From an optimization exercise on the open Yosys and OpenROAD flow, aimed at small area and a short achievable clock period; shortcuts taken in it are not production practice. In this exercise RTL edits were held to simulation tests only and were not proved equivalent to the original. Power and IR drop assume default switching activity.

<file path="flow/design.v">
`timescale 1ns/100ps
package pe_dot_cfg_pkg;
  localparam int FEATURE_WIDTH = 8;
  localparam int FILTER_WIDTH  = 8;
  localparam int DOT_SIZE      = 8;
  localparam int DOT_LATENCY   = 8;
  function automatic integer mag_width(input integer feature_width, input integer filter_width);
    mag_width = feature_width + filter_width - 2;
  endfunction
  function automatic integer tree_latency(input integer dot_size);
    tree_latency = $clog2(dot_size) + 1;
  endfunction
  function automatic integer result_width(input integer feature_width, input integer filter_width, input integer dot_size);
    result_width = mag_width(feature_width, filter_width) + 1 + $clog2(dot_size);
  endfunction
endpackage
`timescale 1ns/100ps
package pe_dot_num_pkg;
  localparam int MAX_MAG_WIDTH = 30;
  localparam int MULT_LATENCY = 2;
  localparam int SM_PRODUCT_W = MAX_MAG_WIDTH + 1;
  localparam int SM_SIGN_BIT  = MAX_MAG_WIDTH;
  localparam logic [SM_PRODUCT_W-1:0] SM_PRODUCT_ZERO = '0;
endpackage
`timescale 1ns/100ps
module pe_mult_lane #(
  parameter int feature_width = pe_dot_cfg_pkg::FEATURE_WIDTH,
  parameter int filter_width  = pe_dot_cfg_pkg::FILTER_WIDTH
) (
  input  logic                        clock,
  input  logic                        i_arst_n,
  input  logic [feature_width-1:0]    i_feature,
  input  logic [filter_width-1:0]     i_filter,
  output logic [pe_dot_num_pkg::SM_PRODUCT_W-1:0] o_product
);
  localparam int FEAT_MAG_W = feature_width - 1;
  localparam int FILT_MAG_W = filter_width - 1;
  localparam int MAG_W      = pe_dot_cfg_pkg::mag_width(feature_width, filter_width);
  logic [FEAT_MAG_W-1:0] feat_mag;
  logic [FILT_MAG_W-1:0] filt_mag;
  logic                  sign_in;
  logic [MAG_W-1:0]      mag_q;
  logic                  sign_q;
  assign feat_mag = i_feature[FEAT_MAG_W-1:0];
  assign filt_mag = i_filter[FILT_MAG_W-1:0];
  assign sign_in  = i_feature[feature_width-1] ^ i_filter[filter_width-1];
  always_ff @(posedge clock or negedge i_arst_n) begin
    if (!i_arst_n) begin
      mag_q  <= '0;
      sign_q <= 1'b0;
    end else begin
      mag_q  <= MAG_W'(feat_mag) * MAG_W'(filt_mag);
      sign_q <= sign_in;
    end
  end
  always_ff @(posedge clock or negedge i_arst_n) begin
    if (!i_arst_n) begin
      o_product <= pe_dot_num_pkg::SM_PRODUCT_ZERO;
    end else begin
      o_product[pe_dot_num_pkg::SM_SIGN_BIT] <= sign_q;
      o_product[pe_dot_num_pkg::MAX_MAG_WIDTH-1:0] <= pe_dot_num_pkg::MAX_MAG_WIDTH'(mag_q);
    end
  end
endmodule
`timescale 1ns/100ps
module pe_adder_tree #(
  parameter int feature_width = pe_dot_cfg_pkg::FEATURE_WIDTH,
  parameter int filter_width  = pe_dot_cfg_pkg::FILTER_WIDTH,
  parameter int dot_size      = pe_dot_cfg_pkg::DOT_SIZE,
  parameter int result_w      = pe_dot_cfg_pkg::result_width(feature_width, filter_width, dot_size)
) (
  input  logic                                   clock,
  input  logic                                   i_arst_n,
  input  logic [dot_size-1:0][pe_dot_num_pkg::SM_PRODUCT_W-1:0] i_products,
  output logic signed [result_w-1:0]             o_sum
);
  localparam int MAG_W    = pe_dot_cfg_pkg::mag_width(feature_width, filter_width);
  localparam int LEVELS   = pe_dot_cfg_pkg::tree_latency(dot_size) - 1;
  for (genvar l = 0; l <= LEVELS; l++) begin : gen_level
    localparam int LW    = MAG_W + 1 + l;
    localparam int NODES = dot_size >> l;
    logic signed [LW-1:0] sum_q [NODES];
    if (l == 0) begin : gen_conv
      always_ff @(posedge clock or negedge i_arst_n) begin
        if (!i_arst_n) begin
          for (int j = 0; j < NODES; j++) begin
            sum_q[j] <= '0;
          end
        end else begin
          for (int j = 0; j < NODES; j++) begin
            if (i_products[j][pe_dot_num_pkg::SM_SIGN_BIT]) begin
              sum_q[j] <= -$signed({1'b0, i_products[j][MAG_W-1:0]});
            end else begin
              sum_q[j] <= $signed({1'b0, i_products[j][MAG_W-1:0]});
            end
          end
        end
      end
    end else begin : gen_add
      always_ff @(posedge clock or negedge i_arst_n) begin
        if (!i_arst_n) begin
          for (int j = 0; j < NODES; j++) begin
            sum_q[j] <= '0;
          end
        end else begin
          for (int j = 0; j < NODES; j++) begin
            sum_q[j] <= LW'(gen_level[l-1].sum_q[2*j]) +
                        LW'(gen_level[l-1].sum_q[2*j+1]);
          end
        end
      end
    end
  end
  assign o_sum = gen_level[LEVELS].sum_q[0];
endmodule
`timescale 1ns/100ps
module pe_delay_line #(
  parameter int width = pe_dot_cfg_pkg::result_width(pe_dot_cfg_pkg::FEATURE_WIDTH,
                                                      pe_dot_cfg_pkg::FILTER_WIDTH,
                                                      pe_dot_cfg_pkg::DOT_SIZE),
  parameter int depth = pe_dot_cfg_pkg::DOT_LATENCY - pe_dot_num_pkg::MULT_LATENCY -
                        pe_dot_cfg_pkg::tree_latency(pe_dot_cfg_pkg::DOT_SIZE)
) (
  input  logic             clock,
  input  logic             i_arst_n,
  input  logic [width-1:0] i_data,
  output logic [width-1:0] o_data
);
  if (depth > 0) begin : gen_shift
    logic [width-1:0] stage_q [depth];
    always_ff @(posedge clock or negedge i_arst_n) begin
      if (!i_arst_n) begin
        for (int i = 0; i < depth; i++) begin
          stage_q[i] <= '0;
        end
      end else begin
        stage_q[0] <= i_data;
        for (int i = 1; i < depth; i++) begin
          stage_q[i] <= stage_q[i-1];
        end
      end
    end
    assign o_data = stage_q[depth-1];
  end else begin : gen_bypass
    assign o_data = i_data;
  end
endmodule
`timescale 1ns/100ps
module pe_dot_unit (
  input  logic                                                      clock,
  input  logic                                                      i_arst_n,
  input  logic [pe_dot_cfg_pkg::DOT_SIZE-1:0][pe_dot_cfg_pkg::FEATURE_WIDTH-1:0] i_feature,
  input  logic [pe_dot_cfg_pkg::DOT_SIZE-1:0][pe_dot_cfg_pkg::FILTER_WIDTH-1:0]  i_filter,
  output logic signed [pe_dot_cfg_pkg::result_width(pe_dot_cfg_pkg::FEATURE_WIDTH,
                                                    pe_dot_cfg_pkg::FILTER_WIDTH,
                                                    pe_dot_cfg_pkg::DOT_SIZE)-1:0] o_result
);
  localparam int RESULT_W  = pe_dot_cfg_pkg::result_width(pe_dot_cfg_pkg::FEATURE_WIDTH, pe_dot_cfg_pkg::FILTER_WIDTH, pe_dot_cfg_pkg::DOT_SIZE);
  localparam int PAD_DEPTH = pe_dot_cfg_pkg::DOT_LATENCY - pe_dot_num_pkg::MULT_LATENCY - pe_dot_cfg_pkg::tree_latency(pe_dot_cfg_pkg::DOT_SIZE);
  logic [pe_dot_cfg_pkg::DOT_SIZE-1:0][pe_dot_num_pkg::SM_PRODUCT_W-1:0] products;
  logic signed [RESULT_W-1:0] tree_sum;
  for (genvar k = 0; k < pe_dot_cfg_pkg::DOT_SIZE; k++) begin : gen_lane
    pe_mult_lane #(
      .feature_width(pe_dot_cfg_pkg::FEATURE_WIDTH),
      .filter_width (pe_dot_cfg_pkg::FILTER_WIDTH)
    ) i_pe_mult_lane (
      .clock    (clock),
      .i_arst_n (i_arst_n),
      .i_feature(i_feature[k]),
      .i_filter (i_filter[k]),
      .o_product(products[k])
    );
  end
  pe_adder_tree #(
    .feature_width(pe_dot_cfg_pkg::FEATURE_WIDTH),
    .filter_width (pe_dot_cfg_pkg::FILTER_WIDTH),
    .dot_size     (pe_dot_cfg_pkg::DOT_SIZE),
    .result_w     (RESULT_W)
  ) i_pe_adder_tree (
    .clock     (clock),
    .i_arst_n  (i_arst_n),
    .i_products(products),
    .o_sum     (tree_sum)
  );
  pe_delay_line #(
    .width(RESULT_W),
    .depth(PAD_DEPTH)
  ) i_pe_delay_line (
    .clock   (clock),
    .i_arst_n(i_arst_n),
    .i_data  (tree_sum),
    .o_data  (o_result)
  );
endmodule
</file>
<file path="flow/run.sh">
#!/bin/bash
# synth_recipe.tcl (not shown) runs the flow's synth.tcl, then flattens the netlist and writes it again
# the make line also repeats each setting of config.mk as NAME=value (left out here)
make -C /OpenROAD-flow-scripts/flow DESIGN_CONFIG=/design/flow/config.mk WORK_HOME=/design/flow/orfs CLKGATE_MAP_FILE= SYNTH_SCRIPT=/design/flow/synth_recipe.tcl finish
</file>
<file path="flow/config.mk">
export PLATFORM = sky130hd
export DESIGN_NAME = pe_dot_unit
export DESIGN_NICKNAME = pe_dot_unit
export VERILOG_FILES = /design/flow/design.v
export SDC_FILE = /design/flow/constraint.sdc
export NUM_CORES = 4
export LEC_CHECK = 0
export CAP_MARGIN = 20
export CORE_MARGIN = 2
export CORE_UTILIZATION = 40
export SLEW_MARGIN = 20
</file>
<file path="flow/constraint.sdc">
create_clock -name core_clock -period 4.7 [get_ports {clock}]
set_input_delay 0.9400 -clock core_clock [delete_from_list [all_inputs] [get_ports {clock}]]
set_output_delay 0.9400 -clock core_clock [all_outputs]
set_load 0.01 [all_outputs]
</file>
==> summary.md <==
| Metric | Value |
|---|---|
| CP bufs+invs | 4 |
| Top cell type's share of synthesized area | 0.3962 |
| Global placement routability congestion | 0.8340 |
| Max H-tree Level | 2 |
| Starting Density | 0.4028 |
| Clock transition at path regs | 0.06 ns |
| RR Startpoint | i_pe_adder_tree.gen_level[1].sum_q[2][0]$_DFF_PN0_ |
| Final Non-Filler Cells | 4457 |
| Adder-cell share of the synthesized area | 0.2675 |
| Vias in the first global route | 22116 |
| Mapped Avg Cell Area | 11.01 sq um |
| Period utilization | 0.9742 |
| Layout fillers | 7408 |
| ANT nets after route | 0 |
| Setup crit end kind | register |
| Count of warnings emitted by yosys | 8 |
| Hold_sp | gen_lane[6].i_pe_mult_lane.sign_q$_DFF_PN0_ |
| Die Area | 0.08314 sq mm |
| Outcome | complete, no violations |
| Clk buf depth | 3 |
| CTS tree | built |
| Via-to-Cell Ratio | 4.806 |
| Vias | 21419 |
| Num CTS Buffers | 54 |
| Hold/Removal Path Class | reg2reg |
| Synth Area in XOR/XNOR | 0.07231 |
| Row Count | 104 |
| Synthesized area | 0.03234 sq mm |
| CP peak stage delay | 0.49 ns |
| Sequential-to-total area share from yosys stat | 0.3962 |
| Yosys reg bits | 512 |
| Largest delay share family, worst path | adder cells |
| Area Growth Syn to Fin | 19.94% |
| Placed insts | 4356 |
| Core Area | 0.08029 sq mm |
| EDFF count, synth | 0 |
| Initial antenna violation count | 0 |
| Final setup TNS | 0 ns |
| Worst-path cell chain | clkdlybuf4s50_1, buf_4, and2_1, fa_1, ha_1, inv_1, fa_1, fa_1, inv_1, ha_1, a21oi_1, o21ai_1, or4_4, a2111o_1, o311ai_0 |
| Asr flop ratio synth | 1.000 |
| First-pass GRT wire length | 105200 um |
| Post-Route WL | 60060 um |
| Clock Root Buffer | clkbuf_16 |
| Max cap viols | 0 |
| R2R setup slack | 2.09 ns |
| CP Data Required Time | 5.18 ns |
| Clock Skew | 0.01856 ns |
| Drt drc | 0 |
| Setup crit start | i_filter[9] |
| Total Power | 23.39 mW |
| Synth Area in Simple Gates | 0.1355 |
| Nets | 4054 |
| Endpoints failing setup | 0 |
| Compound-cell area share of the yosys netlist | 0.09657 |
| Critical path type | in2reg |
| 1st-iter DRT viols | 1013 |
| Min cycle time layout | 4.579 ns |
| Antenna Cells | 0 |
| CP most frequent cell | fa_1 |
| Multiplexer area fraction after synthesis | 0.001857 |
| Slew Limit Headroom | 0.4487 |
| Synth cell count leaders | dfrtp_1, ha_1, and2_1 |
| Final hold violations | 0 |
| Final hold slack | 0.3421 ns |
| Max-slew violations | 0 |
| Count leader, synth | dfrtp_1 |
| Worst-margin pin slew | 0.8270 ns |
| Crit-path slowest cell | fa_1 |
| Routed wire per std cell | 13.47 um |
| Type of origin of the critical path | input port |
| Fmax | 0.2184 GHz |
| Area contributors post-synth | dfrtp_1, ha_1, fa_1, xnor2_1, and2_1 |
| Synth cell types | 65 |
| Top_reg_cell synth | dfrtp_1 |
| Top cell type by total area after synthesis | dfrtp_1 |
| Static leakage | 18.66 nW |
| Gr ovfl total | 0 |
| Clock sinks | 512 |
| Pin count of the biggest net entering global routing | 104 |
| Syn nets | 3640 |
| Synth Instances | 2938 |
| Post-DP HPWL | 47500 um |
| Arr. time, crit path | 5.06 ns |
| Share of layout cells above drive strength 1 | 0.1060 |
| Io pins | 148 |
| Die Ht | 288.3 um |
| Port Buffers | 147 |
| PwrDens | 603.0 mW/mm^2 |
| GRT Total Usage | 0.1514 |
| Worst vdd ir | 0.3202 mV |
| Clock latency on the worst-skew pair | 0.62 ns |
| Pre-antenna DRT Iters | 7 |
| Largest family of logic cells by synthesized area | adder cells |
| Die X-Extent | 288.3 um |
| Largest fanout on the critical path | 6 |
## registers in the layout, indices dropped and copies added, names as in the netlist
signal	flops
gen_lane.i_pe_mult_lane.o_product	120
i_pe_adder_tree.gen_level.sum_q	236
gen_lane.i_pe_mult_lane.sign_q	8
i_pe_delay_line.gen_shift.stage_q	36
gen_lane.i_pe_mult_lane.mag_q	112
## power by group
part	internal [mW]	total, mW	leakage, nW	switching (mW)
sequential	6.37	7.33	6.08	0.962
combinational	5.58	11.6	11.7	6.03
clock	2.66	4.45	0.931	1.79
## worst reg2reg max path, stage by stage (launching register included)
cell       delay (ns)
dfrtp_1          0.41
ha_1             0.22
inv_1            0.06
fa_1             0.39
nor2b_1          0.13
o21ai_0          0.11
a21boi_0         0.41
o2111ai_1        0.36
and2_1           0.28
xnor2_1          0.12
## area by class of cell
type                    instances  area (sq um)  share of cell area
inverters                     242         908.4             0.02342
well taps                    1060          1326             0.03419
repair buffers                375          3228             0.08322
multi-input cells            2167         18600              0.4795
clock inverters                33         431.7             0.01113
clock buffers                  68          1484             0.03826
flip-flops and latches        512         12810              0.3303
## path summary, 6_finish.rpt
kind	to	cells past startpoint
min in group asynchronous	gen_lane[0].i_pe_mult_lane.mag_q[2]$_DFF_PN0_	1
setup reg to reg	i_pe_adder_tree.gen_level[2].sum_q[1][10]$_DFF_PN0_	9
hold reg to reg	gen_lane[6].i_pe_mult_lane.o_product[30]$_DFF_PN0_	0
max in group asynchronous	i_pe_adder_tree.gen_level[0].sum_q[7][12]$_DFF_PN0_	2
setup / recovery	gen_lane[1].i_pe_mult_lane.mag_q[12]$_DFF_PN0_	15
hold / removal	gen_lane[6].i_pe_mult_lane.o_product[30]$_DFF_PN0_	0
## logic make-up after synthesis
logic type / after synthesis
AOI/OAI and AO/OA: 472
and+or+nand+nor: 850
DFF: 512
xor gates and xnor gates: 267
buffers and inverters: 259
adders and majority gates: 572
muxes: 6
## per-layer routing
| layer | vias to the layer above | track usage | part of all wire |
|---|---|---|---|
| li1 | 10777 | - | - |
| met1 | 10367 | 0.2153 | 0.49 |
| met2 | 217 | 0.2484 | 0.47 |
| met3 | 58 | 0.01888 | 0.027 |
| met4 | 0 | 0.03251 | 0.016 |
| met5 | - | 0 | 0 |
## per-stage QoR
step,setup WS (ns),cell area (sq um),utilization
final,0.1214,38790,0.4831
after global routing,-0.02023,38790,0.4831
after CTS,0.09484,38760,0.4827
after detailed placement,-0.5586,36840,0.4589
after global placement,-0.5151,36840,0.4589
after floorplan,0.01053,32350,-
## cell usage in the layout (no fill, tap or decap), types with 15 or more instances in the layout
cell | Yosys | layout
buf_4 | 0 | 225
fa_1 | 199 | 199
or3_1 | 15 | 15
a21oi_1 | 113 | 110
o21ai_0 | 106 | 104
clkbuf_16 | 0 | 54
a21o_1 | 66 | 66
o31ai_1 | 29 | 28
nand2_1 | 249 | 249
nand2b_1 | 22 | 22
xor2_1 | 50 | 50
o21a_1 | 18 | 18
ha_1 | 373 | 371
xnor2_1 | 217 | 217
clkdlybuf4s50_1 | 0 | 145
nand3_1 | 36 | 36
o211ai_1 | 17 | 17
nor3_1 | 45 | 45
inv_1 | 242 | 242
nor2_1 | 106 | 106
and2_1 | 289 | 288
dfrtp_1 | 512 | 512
## what timing repair did
action | CTS | global route
hold buffers | 0 | 0
setup endpoints to repair | 0 | 7
gates resized for setup | 0 | 8
buffers inserted | 0 | 0

## afterwards: timing with drivers on the ports
How much do the figures lean on ideal ports? The routed layout below was timed once more, with nothing changed but the port constraints. Step 1 sets driving cells, clkbuf_16 on the clock port and buf_2 on the other inputs (assumed; they add their load-dependent delay and slew). Step 2, shift: input delay + t, output delay - t, t = (earliest + latest rising clock arrival at the registers) / 2. This alone moves slack from input paths to output paths. Three values: ideal, step 1, step 2; two values: the first two.
shift t [ns]: 0.667
setup slack, ns: 0.121 / 0.159 / -0.508
worst hold slack (ns): 0.342 / 0.342 / 0.342
worst setup path at the end: input to register
pins driven straight from the clock port: 1
With both steps, setup timing fails in this run, where it was met with ideal ports. The setup slack of this run moves by +0.038 ns with the drivers and by -0.629 ns with both steps.
